Source: an optimization exercise on an open RTL-to-GDS flow (aim: small area). Production flows keep margins and buffers that such runs may drop. Where RTL was checked, it was by simulation tests only, not by an equivalence proof against the original. No functional check of the RTL was part of run 2. Power and IR drop assume default switching activity.

==> flow/design.v <==
`default_nettype none
package sxp_pkg;
  typedef logic [32-1:0] data_t;      
  typedef logic [32-1:0] inst_t;      
  typedef logic [4-1:0]   rf_addr_t;   
  typedef logic [16-1:0]  imm_t;       
  typedef logic [3:0]             cvnz_t;      
  typedef enum logic [1:0] {
    DEST_REG   = 2'b00,
    DEST_JUMP  = 2'b01,
    DEST_STORE = 2'b10,
    DEST_NONE  = 2'b11    
  } dest_cfg_e;
  typedef enum logic [2:0] {
    SRC_RR = 3'b000,   
    SRC_RI = 3'b001,   
    SRC_PR = 3'b010,   
    SRC_PI = 3'b011    
  } src_cfg_e;
  typedef enum logic [2:0] {
    ALU_ADD, ALU_SUB, ALU_AND, ALU_OR, ALU_XOR, ALU_SHL, ALU_SHR, ALU_PASSB
  } alu_op_e;
  typedef enum logic [3:0] {
    WB_RESULT = 4'b0000,
    WB_Z      = 4'b0100,
    WB_N      = 4'b0101,
    WB_V      = 4'b0110,
    WB_C      = 4'b0111
  } wb_cfg_e;
endpackage
`default_nettype wire
`default_nettype none
module sxp
(
  input  wire        clk,
  input  wire        reset_b,
  input  wire [31:0] mem_inst,
  output wire [31:0] mem_pc,
  output wire        spw_we,
  output wire [31:0] spw_addr,
  output wire [31:0] spw_data
);
  reg  [4:0] cnt;       
  reg        clr;       
  wire [2:0] ph = cnt[2:0];
  wire       p0 = (cnt[4:3] == 2'd0);
  wire       p1 = (cnt[4:3] == 2'd1);
  wire       p2 = (cnt[4:3] == 2'd2);
  wire       p3 = (cnt[4:3] == 2'd3);
  wire [1:0] dest    = mem_inst[31:30];
  wire       src_pc  = mem_inst[28];      
  wire       src_imm = mem_inst[27];      
  wire [2:0] op      = mem_inst[26:24];
  wire [3:0] wb      = mem_inst[23:20];
  wire [3:0] rd      = mem_inst[19:16];
  wire [3:0] ra      = mem_inst[15:12];
  wire [3:0] rb      = mem_inst[11:8];
  wire       vld     = ~mem_inst[29] & ~clr;
  wire       wb_flag = (wb[3:2] == 2'b01);
  wire       is_reg  = vld & (dest == 2'b00);
  wire       is_jmp  = vld & (dest == 2'b01);
  wire       is_st   = vld & (dest == 2'b10);
  wire       sub     = (op == 3'd1);
  wire       addsub  = (op[2:1] == 2'b00);
  wire       shl     = (op == 3'd5);
  reg  [31:0] pc;
  reg  [31:0] sa;       
  reg  [31:0] sd;       
  reg  [4:0]  s;        
  reg  [3:0]  prev;     
  reg         ac;       
  reg         pcc;      
  reg         zacc;     
  reg         tk;       
  wire [3:0]  raddr = p1 ? (src_imm ? rd : ra) : rb;
  wire [63:0] heads;
  wire       pol   = cnt[3];                
  wire [3:0]  rport = heads[4*raddr +: 4] ^ {4{pol}};
  wire        wclr  = clr & p3;
  wire        wen   = is_reg & (p2 | (p3 & (ph == 3'd0) & wb_flag));
  wire [3:0]  v;
  wire [3:0]  wdata = wclr ? 4'd0 : (p2 ? v : sd[3:0]);
  wire [3:0]  wx    = wdata ^ {4{pol}};
  genvar g;
  generate
    for (g = 0; g < 16; g = g + 1)
    begin : rf
      reg  [31:0] q;
      wire        we = wclr | (wen & (rd == g));
      always @(posedge clk)
        q <= {~(we ? wx : q[3:0]), q[31:4]};
      assign heads[4*g +: 4] = q[3:0];
    end
  endgenerate
  wire [3:0] imm_dig = ph[2] ? 4'd0 : mem_inst[4*ph[1:0] +: 4];
  wire [3:0] b_t     = src_imm ? imm_dig : rport;
  wire       last2 = (cnt == 5'd23);
  wire       pshift = (cnt >= 5'd23) & (cnt <= 5'd30);
  wire [4:0] pinc = {1'b0, pc[3:0]} + {4'd0, (last2 | pcc)};
  wire [3:0] a_t;       
  wire [2:0] dd   = s[4:2] ^ {3{shl}};
  wire [1:0] rr   = s[1:0] ^ {2{shl}};
  reg  [3:0] tapv;
  always @(*)
  begin
    case (dd)
      3'd0:    tapv = sa[7:4];
      3'd1:    tapv = sa[11:8];
      3'd2:    tapv = sa[15:12];
      3'd3:    tapv = sa[19:16];
      3'd4:    tapv = sa[23:20];
      3'd5:    tapv = sa[27:24];
      3'd6:    tapv = sa[31:28];
      default: tapv = a_t;
    endcase
  end
  wire [3:0] ph_d = {1'b0, ph} + {1'b0, dd};
  wire       ge7  = (ph_d >= 4'd7);
  wire       tvld = shl ? (p1 & ge7) : ((p1 & (ph == 3'd7)) | (p2 & ~ge7));
  wire [3:0] newd = tapv & {4{tvld}};
  wire [7:0] win  = {newd, prev};
  wire [6:0] win1 = shl ? win[7:1] : win[6:0];
  wire [6:0] wsh  = win1 >> rr;
  wire [3:0] ysh  = wsh[3:0];
  wire [3:0] a2  = sa[3:0];
  wire [3:0] bx  = p1 ? 4'd0 : (b_t ^ {4{sub}});
  wire       aci = (ph == 3'd0) ? (sub | p1) : ac;
  wire [4:0] sum = {1'b0, a2} + {1'b0, bx} + {4'd0, aci};
  assign a_t = src_pc ? sum[3:0] : rport;
  reg  [3:0] y;
  always @(*)
  begin
    case (op)
      3'd0, 3'd1: y = sum[3:0];
      3'd2:       y = a2 & b_t;
      3'd3:       y = a2 | b_t;
      3'd4:       y = a2 ^ b_t;
      3'd5:       y = sd[3:0];
      3'd6:       y = ysh;
      default:    y = b_t;
    endcase
  end
  assign v = wb_flag ? 4'd0 : y;
  wire zrun = ((ph == 3'd0) | zacc) & (y == 4'd0);
  wire fz   = zrun;
  wire fn   = y[3];
  wire fv   = addsub & (a2[3] == bx[3]) & (sum[3] != a2[3]);
  wire fc   = addsub & sum[4];
  reg  fsel;
  always @(*)
  begin
    case (wb[1:0])
      2'd0:    fsel = fz;
      2'd1:    fsel = fn;
      2'd2:    fsel = fv;
      default: fsel = fc;
    endcase
  end
  wire take_c = is_jmp & ((mem_inst[0] & ~src_imm) ? (s[0] ^ mem_inst[1]) : 1'b1);
  wire take   = last2 ? take_c : tk;
  wire [3:0] tgt  = (last2 & wb_flag) ? {3'b000, fsel} : sd[7:4];
  wire [3:0] pnew = clr ? 4'd0 : (take ? tgt : pinc[3:0]);
  wire [3:0] sa_in = p1 ? a_t : (p2 ? b_t : (p3 ? pc[31:28] : sa[3:0]));
  wire [3:0] sd_in = (p1 & shl) ? ysh : (p2 ? v : sd[3:0]);
  always @(posedge clk)
  begin
    sa   <= {sa_in, sa[31:4]};
    sd   <= {sd_in, sd[31:5], ((last2 & wb_flag) ? fsel : sd[4])};
    if (pshift)
      pc <= {pnew, pc[31:4]};
    prev <= newd;
    ac   <= sum[4];
    pcc  <= pinc[4];
    zacc <= zrun;
    if (last2)
      tk <= take_c;
    if (cnt == 5'd0)
      s[3:0] <= b_t;
    if (cnt == 5'd1)
      s[4] <= b_t[0];
  end
  always @(posedge clk or negedge reset_b)
  begin
    if (!reset_b)
    begin
      cnt  <= 5'd23;
      clr  <= 1'b1;
    end
    else
    begin
      cnt <= cnt + 5'd1;
      if (cnt == 5'd31)
        clr <= 1'b0;
    end
  end
  assign mem_pc   = pc;
  assign spw_we   = is_st & (cnt == 5'd24);
  assign spw_addr = sa;
  assign spw_data = sd;
endmodule
`default_nettype wire
==> flow/flow/filter_lib.py <==
#!/usr/bin/env python3
"""Copy a liberty file without the cells named on the command line
(fnmatch patterns), so that restructure cannot pick a don't-use cell."""
import fnmatch
import re
import sys

src, dst = sys.argv[1], sys.argv[2]
pats = sys.argv[3:]
out = []
skip = 0
depth = 0
dropped = 0
with open(src) as f:
    for line in f:
        if skip:
            depth += line.count('{') - line.count('}')
            if depth <= 0:
                skip = 0
            continue
        m = re.match(r'\s*cell\s*\(\s*"?([\w]+)"?\s*\)', line)
        if m and any(fnmatch.fnmatch(m.group(1), p) for p in pats):
            depth = line.count('{') - line.count('}')
            skip = 1 if depth > 0 else 0
            dropped += 1
            continue
        out.append(line)
with open(dst, 'w') as f:
    f.writelines(out)
print(f"filter_lib: dropped {dropped} cells")
==> flow/config.mk <==
export PLATFORM = sky130hd
export DESIGN_NAME = sxp
export DESIGN_NICKNAME = sxp
export VERILOG_FILES = /design/flow/design.v
export SDC_FILE = /design/flow/constraint.sdc
export NUM_CORES = 4
export LEC_CHECK = 0
export ABC_AREA = 1
export CAP_MARGIN = 20
export CORE_MARGIN = 2
export CORE_UTILIZATION = 75
export CTS_BUF_LIST = sky130_fd_sc_hd__clkbuf_8
export CTS_CLUSTER_DIAMETER = 50
export CTS_CLUSTER_SIZE = 15
export SETUP_SLACK_MARGIN = 0.4
export SLEW_MARGIN = 20
==> flow/flow/run.sh <==
#!/bin/bash
# Standard layout with two changes: the port buffers are the smallest buffer
# cell, and the synthesized logic is re-mapped for area and started at the
# smallest drive strengths (post_synth.tcl, run at the end of the synthesis
# step); CTS adds no dummy loads. The make run's full output (yosys and
# openroad) goes to standard.log; ORFS keeps each step's log under orfs/logs.
set -e
export BUFFER_PORTS_ARGS="-buffer_cell sky130_fd_sc_hd__buf_1"
export POST_SYNTH_TCL=$PWD/flow/post_synth.tcl
export CTS_ARGS="-sink_clustering_enable -repair_clock_nets -sink_clustering_size 15 -sink_clustering_max_diameter 50 -buf_list sky130_fd_sc_hd__clkbuf_8 -dont_use_dummy_load"
bash standard.sh > standard.log 2>&1
==> flow/constraint.sdc <==
create_clock -name core_clock -period 10.0 [get_ports {clk}]
set_input_delay 2.0000 -clock core_clock [delete_from_list [all_inputs] [get_ports {clk}]]
set_output_delay 2.0000 -clock core_clock [all_outputs]
set_load 0.01 [all_outputs]
==> flow/flow/downsize.tcl <==
# Swap every combinational cell of the synthesized netlist to the smallest
# drive strength of its kind; the placement and CTS repair steps that follow
# size up whatever needs it.
set block [ord::get_db_block]
set db [ord::get_db]
set dont_use [split [string trim $::env(DONT_USE_CELLS)]]
set swapped 0
foreach inst [$block getInsts] {
  set master [$inst getMaster]
  set name [$master getName]
  if { ![regexp {^(sky130_fd_sc_hd__[a-z0-9]+(?:_[a-z0-9]+)*?)_([0-9]+)$} $name -> base size] } {
    continue
  }
  if { [regexp {__(df|edf|sdf|dl|sedf|conb|tap|fill|decap|diode)} $base] } {
    continue
  }
  set best $master
  set best_w [$master getWidth]
  foreach size {1 0 2 4} {
    set cand [$db findMaster ${base}_$size]
    if { $cand eq "NULL" || $cand eq "" } { continue }
    if { [lsearch -exact $dont_use ${base}_$size] >= 0 } { continue }
    set w [$cand getWidth]
    if { $w < $best_w } {
      set best $cand
      set best_w $w
    }
  }
  if { $best ne $master } {
    $inst swapMaster $best
    incr swapped
  }
}
puts "downsize: swapped $swapped instances"
==> flow/standard.sh <==
#!/bin/bash
# synth_recipe.tcl (not shown) runs the flow's synth.tcl, then flattens the netlist and writes it again
# the make line also repeats each setting of config.mk as NAME=value (left out here)
make -C /OpenROAD-flow-scripts/flow DESIGN_CONFIG=/design/flow/config.mk WORK_HOME=/design/flow/orfs CLKGATE_MAP_FILE= SYNTH_SCRIPT=/design/flow/synth_recipe.tcl "${@:-finish}"
==> flow/flow/post_synth.tcl <==
# Run at the end of the synthesis step (POST_SYNTH_TCL): re-map the
# combinational logic between the registers for area with OpenROAD's
# restructure (ABC), then start every combinational cell at its smallest
# drive strength; the later repair steps size up what needs it.
set flow_dir [file dirname [info script]]
set rmp_dir [file join $::env(OBJECTS_DIR) rmp]
file mkdir $rmp_dir
set lib [file join $rmp_dir lib_no_dont_use.lib]
exec python3 [file join $flow_dir filter_lib.py] [lindex $::env(LIB_FILES) 0] $lib \
  {*}[split [string trim $::env(DONT_USE_CELLS)]] >@ stdout
source [file join $flow_dir downsize.tcl]
restructure -target area -liberty_file $lib \
  -tielo_port sky130_fd_sc_hd__conb_1/LO -tiehi_port sky130_fd_sc_hd__conb_1/HI \
  -work_dir $rmp_dir -abc_logfile [file join $rmp_dir abc.log]
source [file join $flow_dir downsize.tcl]

# nothing the platform marks don't-use may be left
foreach inst [[ord::get_db_block] getInsts] {
  set m [[$inst getMaster] getName]
  if { [lsearch -exact [split [string trim $::env(DONT_USE_CELLS)]] $m] >= 0 } {
    error "post_synth: don't-use cell $m left on [$inst getName]"
  }
}
==> out/metrics.yaml, run 1 <==
clocking:
  htreeDepth: 2
  cts_tree: "built"
  clockRootBuffer: "clkbuf_8"
  cts_max_path_buffers: 3
  post-cts-setup-buffers: 0
  cts_inserted_buffers: 47
  cts.sinks: 627
  clock_latency_ns: 0.61
  cts.clk_slew.worst_paths_ns: 0.09
run_status:
  status: "timing/DRC/antenna clean"
global_routing:
  first_global_vias: 10300
  gr-usage-all-layers: 0.408
  grt_pass1_wl_um: 64900
  grt_max_degree: 34
  grt.overflow.total: 0
  antenna_found_initial: 3
worst_hold_path:
  hold_path.class: "register to register"
  hold_path_depth: 0
  min_to: "rf[4].q[6]"
  hold_path_startpoint: "rf[4].q[10]"
routing:
  via_count: 10600
  vias_per_cell: 6.81
  route.detailed.drc: 0
  drtPass1Iterations: 7
  wire_per_inst_um: 28.8
  ant_nets: 0
  routed_wl_um: 44900
  drtIter0Drc: 1564
sta:
  final_max_slew_viol_count: 0
  period_share: 0.942
  period_minus_slack_ns: 9.42
  finalSetupViolations: 0
  rsz0062_at_grt: "false"
  setup_tns_ns: 0
  max_slew_margin: 0.327
  hold_viol: 0
  skew_ns: 0.0754
  fmax_ghz: 0.106
  tightest_slew_ns: 0.999
finish:
  drive_gt1_frac: 0.0535
  multi_input_area_mm2: 0.00249
  n_fill_cell: 842
  nets: 1326
  seqCellArea_mm2: 0.0130
  syn_to_final_growth_pct: 10.1
setup_path:
  reg2reg_slack_ns: 0.62
  r2r_cells: 34
  slowest_delay_ns: 0.43
  worstPathArrival_ns: 9.82
  crit_buf_inv: 8
  path_max_fanout: 33
  crit_top_cell: "o22ai_1"
  worstSetupPathType: "input pin to register"
  end_kind: "register"
  crit_required_ns: 10.40
  path_delay_family: "compound AO/OA/AOI/OAI gates"
  critical_path.slowest_cell: "clkinv_1"
  startpoint_type: "input pin"
  reg2reg_to: "rf[11].q[31]"
  crit_path_start: "mem_inst[27]"
  cp.depth: 34
  regToRegStartpoint: "cnt[3]"
floorplan:
  rows: 52
  core-area_mm2: 0.0204
  dieArea_mm2: 0.0221
  io_pins: 131
  die_x_um: 149
  die_h_um: 149
  start_util: 0.770
yosys:
  synth_area_mm2: 0.0157
  yosys_warnings: 1
  syn_inst: 1100
  synthesis.nets: 1134
  avgSynthCellArea_um2: 14.3
power_and_ir_drop:
  p_total_w: 0.00399
  p_per_area_mw_per_mm2: 231
  power.leakage_nw: 6.45
  power.ir.vdd_worst_v: 0.000218
placement:
  io_buffers: 130
  dp_hpwl_um: 29000
  place_congestion: 1.00
run:
  max_cap_viol_count: 0
## through the flow
| stage | cell area, um2 | instances | setup WS, ns | hold WS, ns | util |
|---|---|---|---|---|---|
| finish | 17300 | 1563 | 0.580 | 0.293 | 0.848 |
| global route | 17300 | 1561 | 0.415 | 0.300 | 0.847 |
| CTS | 17300 | 1560 | 0.870 | 0.281 | 0.847 |
| detailed placement | 16700 | 1513 | 1.04 | 0.312 | 0.815 |
| global placement | 16700 | 1513 | 1.53 | 0.310 | 0.815 |
| floorplan | 15700 | 1100 | 0.487 | 0.310 | - |
## layout make-up
class | count | share of cell area
antenna | 3 | 0.000434
clock buffer | 47 | 0.0374
inverter | 75 | 0.0165
multi-input combinational | 398 | 0.144
sequential | 627 | 0.748
tap | 270 | 0.0195
timing repair buffer | 143 | 0.0338
## registers in the layout (all words and copies together) (netlist names)
register / flops
pcc: 1
rf.q: 512
sa: 32
ac: 1
tk: 1
s: 5
prev: 4
clr: 1
sd: 32
cnt: 5
zacc: 1
pc: 32
## power by group
part	switching, W	internal (W)
logic	0.000161	0.0000682
registers	0.0000413	0.00257
clock network	0.000726	0.000422
total	0.000928	0.00306
## metal layers
layer / up-vias / GRT usage / wire, um
met5: - / 0 / 31
met4: 4 / 0.259 / 3650
met3: 314 / 0.116 / 5760
met2: 1074 / 0.666 / 20700
met1: 4971 / 0.478 / 14800
li1: 4284 / - / -
## cells in the final DEF, fill, tap and decap left out, types with 5 or more instances in the layout
cell type	n
a21oi_1	12
a221oi_1	13
a22o_1	8
a22oi_1	5
a2bb2oi_1	7
a31oi_1	7
buf_1	130
buf_4	13
clkbuf_8	47
clkinv_1	74
dfstp_2	5
dfxtp_1	584
edfxtp_1	37
nand2_1	18
nand3_1	5
nor2_1	48
nor3_1	17
o21a_1	11
o21ai_0	35
o221ai_1	15
o22a_1	10
o22ai_1	131
o32ai_1	11
xnor2_1	5
## worst max-delay path by stage
stage,to,slack (ns)
finish,rf[11].q[31],0.58
global route,rf[8].q[29],0.42
CTS,rf[8].q[29],0.87
detailed placement,rf[11].q[31],1.04
global placement,rf[13].q[29],1.53
floorplan,rf[10].q[31],0.49
## what timing repair did
action / CTS / global route
gates resized for setup: 0 / 2
endpoints found under the setup margin: 0 / 49
hold buffers: 0 / 0
==> run 2: changes to the inputs <==
--- a/flow/design.v
+++ b/flow/design.v
@@ -69,8 +69,6 @@
   reg  [4:0]  s;        
   reg  [3:0]  prev;     
-  reg         ac;       
-  reg         pcc;      
+  reg         cy;       
   reg         zacc;     
-  reg         tk;       
   wire [3:0]  raddr = p1 ? (src_imm ? rd : ra) : rb;
   wire [63:0] heads;
@@ -97,5 +95,5 @@
   wire       last2 = (cnt == 5'd23);
   wire       pshift = (cnt >= 5'd23) & (cnt <= 5'd30);
-  wire [4:0] pinc = {1'b0, pc[3:0]} + {4'd0, (last2 | pcc)};
+  wire [4:0] pinc = {1'b0, pc[3:0]} + {4'd0, (last2 | cy)};
   wire [3:0] a_t;       
   wire [2:0] dd   = s[4:2] ^ {3{shl}};
@@ -125,5 +123,5 @@
   wire [3:0] a2  = sa[3:0];
   wire [3:0] bx  = p1 ? 4'd0 : (b_t ^ {4{sub}});
-  wire       aci = (ph == 3'd0) ? (sub | p1) : ac;
+  wire       aci = (ph == 3'd0) ? (sub | p1) : cy;
   wire [4:0] sum = {1'b0, a2} + {1'b0, bx} + {4'd0, aci};
   assign a_t = src_pc ? sum[3:0] : rport;
@@ -158,5 +156,5 @@
   end
   wire take_c = is_jmp & ((mem_inst[0] & ~src_imm) ? (s[0] ^ mem_inst[1]) : 1'b1);
-  wire take   = last2 ? take_c : tk;
+  wire take   = last2 ? take_c : zacc;
   wire [3:0] tgt  = (last2 & wb_flag) ? {3'b000, fsel} : sd[7:4];
   wire [3:0] pnew = clr ? 4'd0 : (take ? tgt : pinc[3:0]);
@@ -170,9 +168,6 @@
       pc <= {pnew, pc[31:4]};
     prev <= newd;
-    ac   <= sum[4];
-    pcc  <= pinc[4];
-    zacc <= zrun;
-    if (last2)
-      tk <= take_c;
+    cy   <= pshift ? pinc[4] : sum[4];
+    zacc <= last2 ? take_c : (p3 ? zacc : zrun);
     if (cnt == 5'd0)
       s[3:0] <= b_t;
==> run 2 against run 1 <==
  * Still clean
  * Maximum frequency down 1.0%
  * Area after synthesis about the same
  * Worst setup slack worse by 0.096 ns
  * Global-route usage up 2.9 points
  * Hold slack worse by 0.0094 ns
  * Via count up 0.63%
  * Sequential power about the same
  * Combinational power up 14%
  * Clock power about the same
  * Sequential share of layout area down 0.23 points
  * Register-to-register slack worse by 0.11 ns
  * Flip-flop and latch count down 2
  * Critical endpoint is now rf[3].q[31]
==> out/metrics.yaml, run 2 <==
run_status:
  status: "timing/DRC/antenna clean"
routing:
  routed_wl_um: 47700  # +6.1%
  vias_per_cell: 6.90  # +1.3%
  ant_nets: 0  # unchanged
  wire_per_inst_um: 30.7  # +6.9%
  via_count: 10700  # +0.63%
  drtPass1Iterations: 9  # +2
  drtIter0Drc: 1968  # +26%
  route.detailed.drc: 0  # unchanged
worst_hold_path:
  hold_path.class: "register to register"
  hold_path_depth: 0  # unchanged
setup_path:
  r2r_cells: 30  # -12%
  end_kind: "register"
  crit_top_cell: "o22ai_1"
  path_max_fanout: 17  # -48%
  worstPathArrival_ns: 9.92  # +0.10 ns
  startpoint_type: "input pin"
  crit_required_ns: 10.40  # about the same
  worstSetupPathType: "input pin to register"
  slowest_delay_ns: 0.58  # +0.15 ns
  critical_path.slowest_cell: "o21ai_0"
clocking:
  cts_inserted_buffers: 48  # +2.1%
  cts.clk_slew.worst_paths_ns: 0.09  # about the same
  clockRootBuffer: "clkbuf_8"
  ctsHoldBuffers: 0  # unchanged
  cts.sinks: 625  # -0.32%
  cts_max_path_buffers: 3  # unchanged
  cts_tree: "built"
  htreeDepth: 2  # unchanged
  clock_latency_ns: 0.62  # about the same
  post-cts-setup-buffers: 0  # unchanged
yosys:
  syn_inst: 1093  # -0.64%
  synth_area_mm2: 0.0157  # about the same
  synthesis.nets: 1127  # -0.62%
  yosys_warnings: 1  # unchanged
  avgSynthCellArea_um2: 14.4  # +0.54%
sta:
  finalSetupViolations: 0  # unchanged
  rsz0062_at_grt: "false"
  skew_ns: 0.0752  # -0.000236 ns
  final_max_slew_viol_count: 0  # unchanged
  final.setup.worst_slack_ns: 0.485  # -0.0955 ns
  hold_viol: 0  # unchanged
  tightest_slew_ns: 1.24  # +0.244 ns
  period_minus_slack_ns: 9.52  # +0.0955 ns
  period_share: 0.952  # +0.00955
  fmax_ghz: 0.105  # -1.0%
  setup_tns_ns: 0  # unchanged
  max_slew_margin: 0.171  # -0.157
  hold_slack_ns: 0.283  # -0.00936 ns
global_routing:
  grt_max_degree: 34  # unchanged
  grt.overflow.total: 0  # unchanged
  grt_pass1_wl_um: 68700  # +5.9%
  first_global_vias: 10600  # +3.3%
  antenna_found_initial: 4  # +1
  gr-usage-all-layers: 0.436  # +0.0287
power_and_ir_drop:
  power.leakage_nw: 6.47  # +0.34%
  p_total_w: 0.00407  # +1.9%
  p_per_area_mw_per_mm2: 235  # +1.9%
  power.ir.vdd_worst_v: 0.000264  # +21%
finish:
  largest_register: "rf.q"
  final_common_cell: "dfxtp_1"
  syn_to_final_growth_pct: 10.3
  nets: 1315  # -0.83%
  fin_area_mm2: 0.0173  # about the same
  layout_common_cells: "581 x dfxtp_1, 129 x buf_1, 121 x o22ai_1"
  drive_gt1_frac: 0.0571  # +0.00359
  n_fill_cell: 830  # -1.4%
  largest_reg_flops: 512  # unchanged
placement:
  dp_hpwl_um: 29100  # +0.43%
  io_buffers: 130  # unchanged
  dp_slack_ns: -0.219  # -1.25 ns
  place_congestion: 0.946  # -5.6%
  place_area_mm2: 0.0166  # -0.26%
floorplan:
  io_pins: 131  # unchanged
  die_x_um: 149  # about the same
  dieArea_mm2: 0.0221  # about the same
  core-area_mm2: 0.0204  # -0.32%
  start_util: 0.771  # +0.00172
  die_h_um: 149  # about the same
  rows: 52  # unchanged
run:
  max_cap_viol_count: 0  # unchanged
==> run 2: worst paths after layout <==
kind                              start            to  slack, ns
hold / removal             rf[12].q[23]  rf[12].q[19]       0.28
setup reg to reg                 cnt[3]   rf[3].q[31]       0.51
max in group asynchronous       reset_b        cnt[0]       8.34
hold reg to reg            rf[12].q[23]  rf[12].q[19]       0.28
min in group asynchronous       reset_b        cnt[3]       1.32
setup / recovery           mem_inst[27]   rf[3].q[31]       0.48
==> run 2: metal layers <==
| layer | global-route usage | share of wire | vias to the layer above |
|---|---|---|---|
| li1 | - | - | 4265 |
| met1 | 0.509 | 0.33 | 4878 |
| met2 | 0.668 | 0.44 | 1143 |
| met3 | 0.172 | 0.14 | 422 |
| met4 | 0.298 | 0.097 | 6 |
| met5 | 0.00455 | 0.00086 | - |
==> run 2: metrics by stage <==
stage	instances	util
2_1_floorplan	1093	-
3_3_place_gp	1501	0.816
3_5_place_dp	1501	0.816
4_1_cts	1549	0.849
5_1_grt	1549	0.851
6_report	1552	0.851
==> run 2: critical path, delay by kind of cell <==
family                 cells  cell delay, ns
AO/OA/AOI/OAI             20            5.48
buffers and inverters      7            2.06
AND/OR/NAND/NOR            2            0.33
==> run 2: what timing repair did <==
item	in CTS	in global routing
resized for setup	3	8
endpoints found under the setup margin	68	68
pin swaps	0	0
==> run 2: layout make-up <==
| type | instances | area [um2] | area share |
|---|---|---|---|
| Antenna cell | 3 | 7.51 | 0.000433 |
| Clock buffer | 48 | 661 | 0.0381 |
| Inverter | 67 | 262 | 0.0151 |
| Multi-Input combinational cell | 401 | 2580 | 0.149 |
| Sequential cell | 625 | 12900 | 0.746 |
| Tap cell | 270 | 338 | 0.0195 |
| Timing Repair Buffer | 138 | 549 | 0.0317 |
==> run 2: report_power, final <==
part / switching, W / internal [W]
logic: 0.000185 / 0.0000765
registers: 0.0000551 / 0.00257
clock network: 0.000749 / 0.000431
total: 0.000989 / 0.00308

[afterwards: timing with drivers on the ports]
Ports are ideal in the flow. The routed layouts listed here were re-timed in OpenROAD.
Step 1 assumes that a clkbuf_16 drives the clock port and a buf_2 every other input.
Step 2 adds t to the input delays and takes it off the output delays; t is the mean of the earliest and latest rising clock arrival at the registers after step 1. Input paths then give back, and output paths get back, about the clock's delay inside the block.
Three values: ideal, step 1, step 2; two values: the first two.
run | shift t [ns] | setup WS [ns] | slew at the worst register clock pin (ns)
run 1 | 0.621 | 0.580 / 0.517 / -0.104 | 0.10 / 0.10
run 2 | 0.633 | 0.485 / 0.425 / -0.207 | 0.11 / 0.11
With both steps, setup timing fails in run 1 and run 2, where it was met with ideal ports. The setup slack of run 2, which loses most, moves by -0.060 ns with the drivers and by -0.692 ns with both steps.
